This design comes from an exercise in tuning for small area on the open sky130 flow, not from production work. In this exercise RTL edits were held to simulation tests only and were not proved equivalent to the original. Power and IR drop assume default switching activity.

## wb_regfile
module wb_regfile (
  input  logic              clk,
  input  logic              rst,
  input  logic              wb_we,
  input  logic [wb_regfile_pkg::ADDR_W-1:0] wb_waddr,
  input  logic [wb_regfile_pkg::DATA_W-1:0] wb_wdata,
  input  logic              wb_whilo,
  input  logic [wb_regfile_pkg::DATA_W-1:0] wb_hi,
  input  logic [wb_regfile_pkg::DATA_W-1:0] wb_lo,
  input  logic              wb_LLbit_we,
  input  logic              wb_LLbit_value,
  input  logic              flush,
  input  logic              re1,
  input  logic              re2,
  input  logic [wb_regfile_pkg::ADDR_W-1:0] raddr1,
  input  logic [wb_regfile_pkg::ADDR_W-1:0] raddr2,
  output logic [wb_regfile_pkg::DATA_W-1:0] rdata1,
  output logic [wb_regfile_pkg::DATA_W-1:0] rdata2,
  output logic [wb_regfile_pkg::DATA_W-1:0] hi_o,
  output logic [wb_regfile_pkg::DATA_W-1:0] lo_o,
  output logic              LLbit_o
);
For scale: roughly 3400 cells after synthesis, roughly 1100 flip-flops, ~250 I/O pins.
Settings: LEC_CHECK=0, CAP_MARGIN=20, CORE_MARGIN=2, CORE_UTILIZATION=40, SLEW_MARGIN=20, SYNTH_HIERARCHICAL=1; clock period 10.0 ns.
run.sh (not shown) runs the stock make flow with config.mk's settings and CLKGATE_MAP_FILE= SYNTH_SCRIPT=/design/flow/synth_recipe.tcl, a recipe that flattens the netlist after the stock synthesis.
Rerun with:
==> flow/flow/run.sh (new file) <==
#!/bin/bash
# The standard ORFS layout, with two changes to how it is built:
#  - ports are buffered with the smallest buffer (buf_1) instead of the one
#    buffer_ports picks by itself;
#  - clock tree synthesis clusters more sinks per leaf buffer and inserts no
#    dummy loads.
set -euo pipefail
export BUFFER_PORTS_ARGS="-buffer_cell sky130_fd_sc_hd__buf_1"
export CTS_ARGS="-sink_clustering_enable -repair_clock_nets -sink_clustering_size 24 -sink_clustering_max_diameter 80 -dont_use_dummy_load"
bash standard.sh > standard_flow.log 2>&1
==> flow/standard.sh (new file) <==
#!/bin/bash
# synth_recipe.tcl (not shown) runs the flow's synth.tcl, then flattens the netlist and writes it again
# the make line also repeats each setting of config.mk as NAME=value (left out here)
make -C /OpenROAD-flow-scripts/flow DESIGN_CONFIG=/design/flow/config.mk WORK_HOME=/design/flow/orfs CLKGATE_MAP_FILE= SYNTH_SCRIPT=/design/flow/synth_recipe.tcl "${@:-finish}"
removed: flow/run.sh
Result:
- The changed run went through all stages and came out clean
- critical path depth is unchanged
- register-to-register slack stays flat
- wire length decreases by 1.2%
- sequential power barely changes
- global-route usage decreases by 0.53 points
- maximum frequency increases by 5.0%
- via count decreases by 1.5%
- setup slack gets better by 0.42 ns
- total power decreases by 22%
- cell area decreases by 8.0%
- non-clock buffer count decreases by 8

========
wb_regfile, a different RTL version from the one above (not shown whole).
Size in the first run: about 1100 flip-flops.
==> flow/config.mk <==
export PLATFORM = sky130hd
export DESIGN_NAME = wb_regfile
export DESIGN_NICKNAME = wb_regfile
export VERILOG_FILES = /design/flow/design.v
export SDC_FILE = /design/flow/constraint.sdc
export NUM_CORES = 4
export LEC_CHECK = 0
export CAP_MARGIN = 20
export CORE_MARGIN = 2
export CORE_UTILIZATION = 40
export SLEW_MARGIN = 20
export SYNTH_HIERARCHICAL = 1
==> flow/constraint.sdc <==
create_clock -name core_clock -period 10.0 [get_ports {clk}]
set_input_delay 2.0000 -clock core_clock [delete_from_list [all_inputs] [get_ports {clk}]]
set_output_delay 2.0000 -clock core_clock [all_outputs]
set_load 0.01 [all_outputs]
standard.sh (not shown) runs the stock make flow with config.mk's settings and CLKGATE_MAP_FILE= SYNTH_SCRIPT=/design/flow/synth_recipe.tcl, a recipe that flattens the netlist after the stock synthesis.
==> flow/flow/run.sh <==
#!/bin/bash
# The standard ORFS layout, with two changes to how it is built:
#  - ports are buffered with the smallest buffer (buf_1) instead of the one
#    buffer_ports picks by itself;
#  - clock tree synthesis clusters more sinks per leaf buffer and inserts no
#    dummy loads.
set -euo pipefail
export BUFFER_PORTS_ARGS="-buffer_cell sky130_fd_sc_hd__buf_1"
export CTS_ARGS="-sink_clustering_enable -repair_clock_nets -sink_clustering_size 24 -sink_clustering_max_diameter 80 -dont_use_dummy_load"
bash standard.sh > standard_flow.log 2>&1
Next try:
CAP_MARGIN = 5   (was 20)
SLEW_MARGIN = 5   (was 20)
After rerunning: Via count goes up by 0.33%. Clock power is about the same. Routed wire length stays flat. Global-route usage stays the same. Total power stays flat. Final cell count barely changes. Clock-buffer cell count does not change. Synthesized area is unchanged.

==> what the ideal ports hide <==
The flow's constraints put no driver on any port. The routed layouts listed below were extracted and timed again, unchanged, in two steps.
Step 1 (the two cells are an assumption about what drives the block):
set clk [get_ports {clk}]
set_driving_cell -lib_cell sky130_fd_sc_hd__clkbuf_16 $clk
set_driving_cell -lib_cell sky130_fd_sc_hd__buf_2 [delete_from_list [all_inputs] $clk]
Step 2 moves the port delays by t, midway between the first and last clock arrival at a register: inputs arrive t later, outputs are due t later. That takes back most of the time a late clock gives input paths.
Three values: no drivers, after step 1, after step 2; two values: the first two.
run	shift t [ns]	slack for setup (ns)	worst setup path at the end	slew at the worst register clock pin (ns)	worst slew at a driven data input, ns
the first run of note 1	0.800	1.304 / 1.271 / 1.271	input to output	0.07 / 0.07	0.07
the second run of note 1	0.741	1.721 / 1.680 / 1.680	input to output	0.10 / 0.10	0.10
the first run of note 2	0.730	1.718 / 1.680 / 1.680	input to output	0.10 / 0.10	0.10
the second run of note 2	0.732	1.862 / 1.825 / 1.825	input to output	0.10 / 0.10	0.11
After both steps setup and hold are still met in every run listed. For the second run of note 1, which loses most, drivers alone change the setup slack by -0.041 ns; drivers and shift together by -0.041 ns.
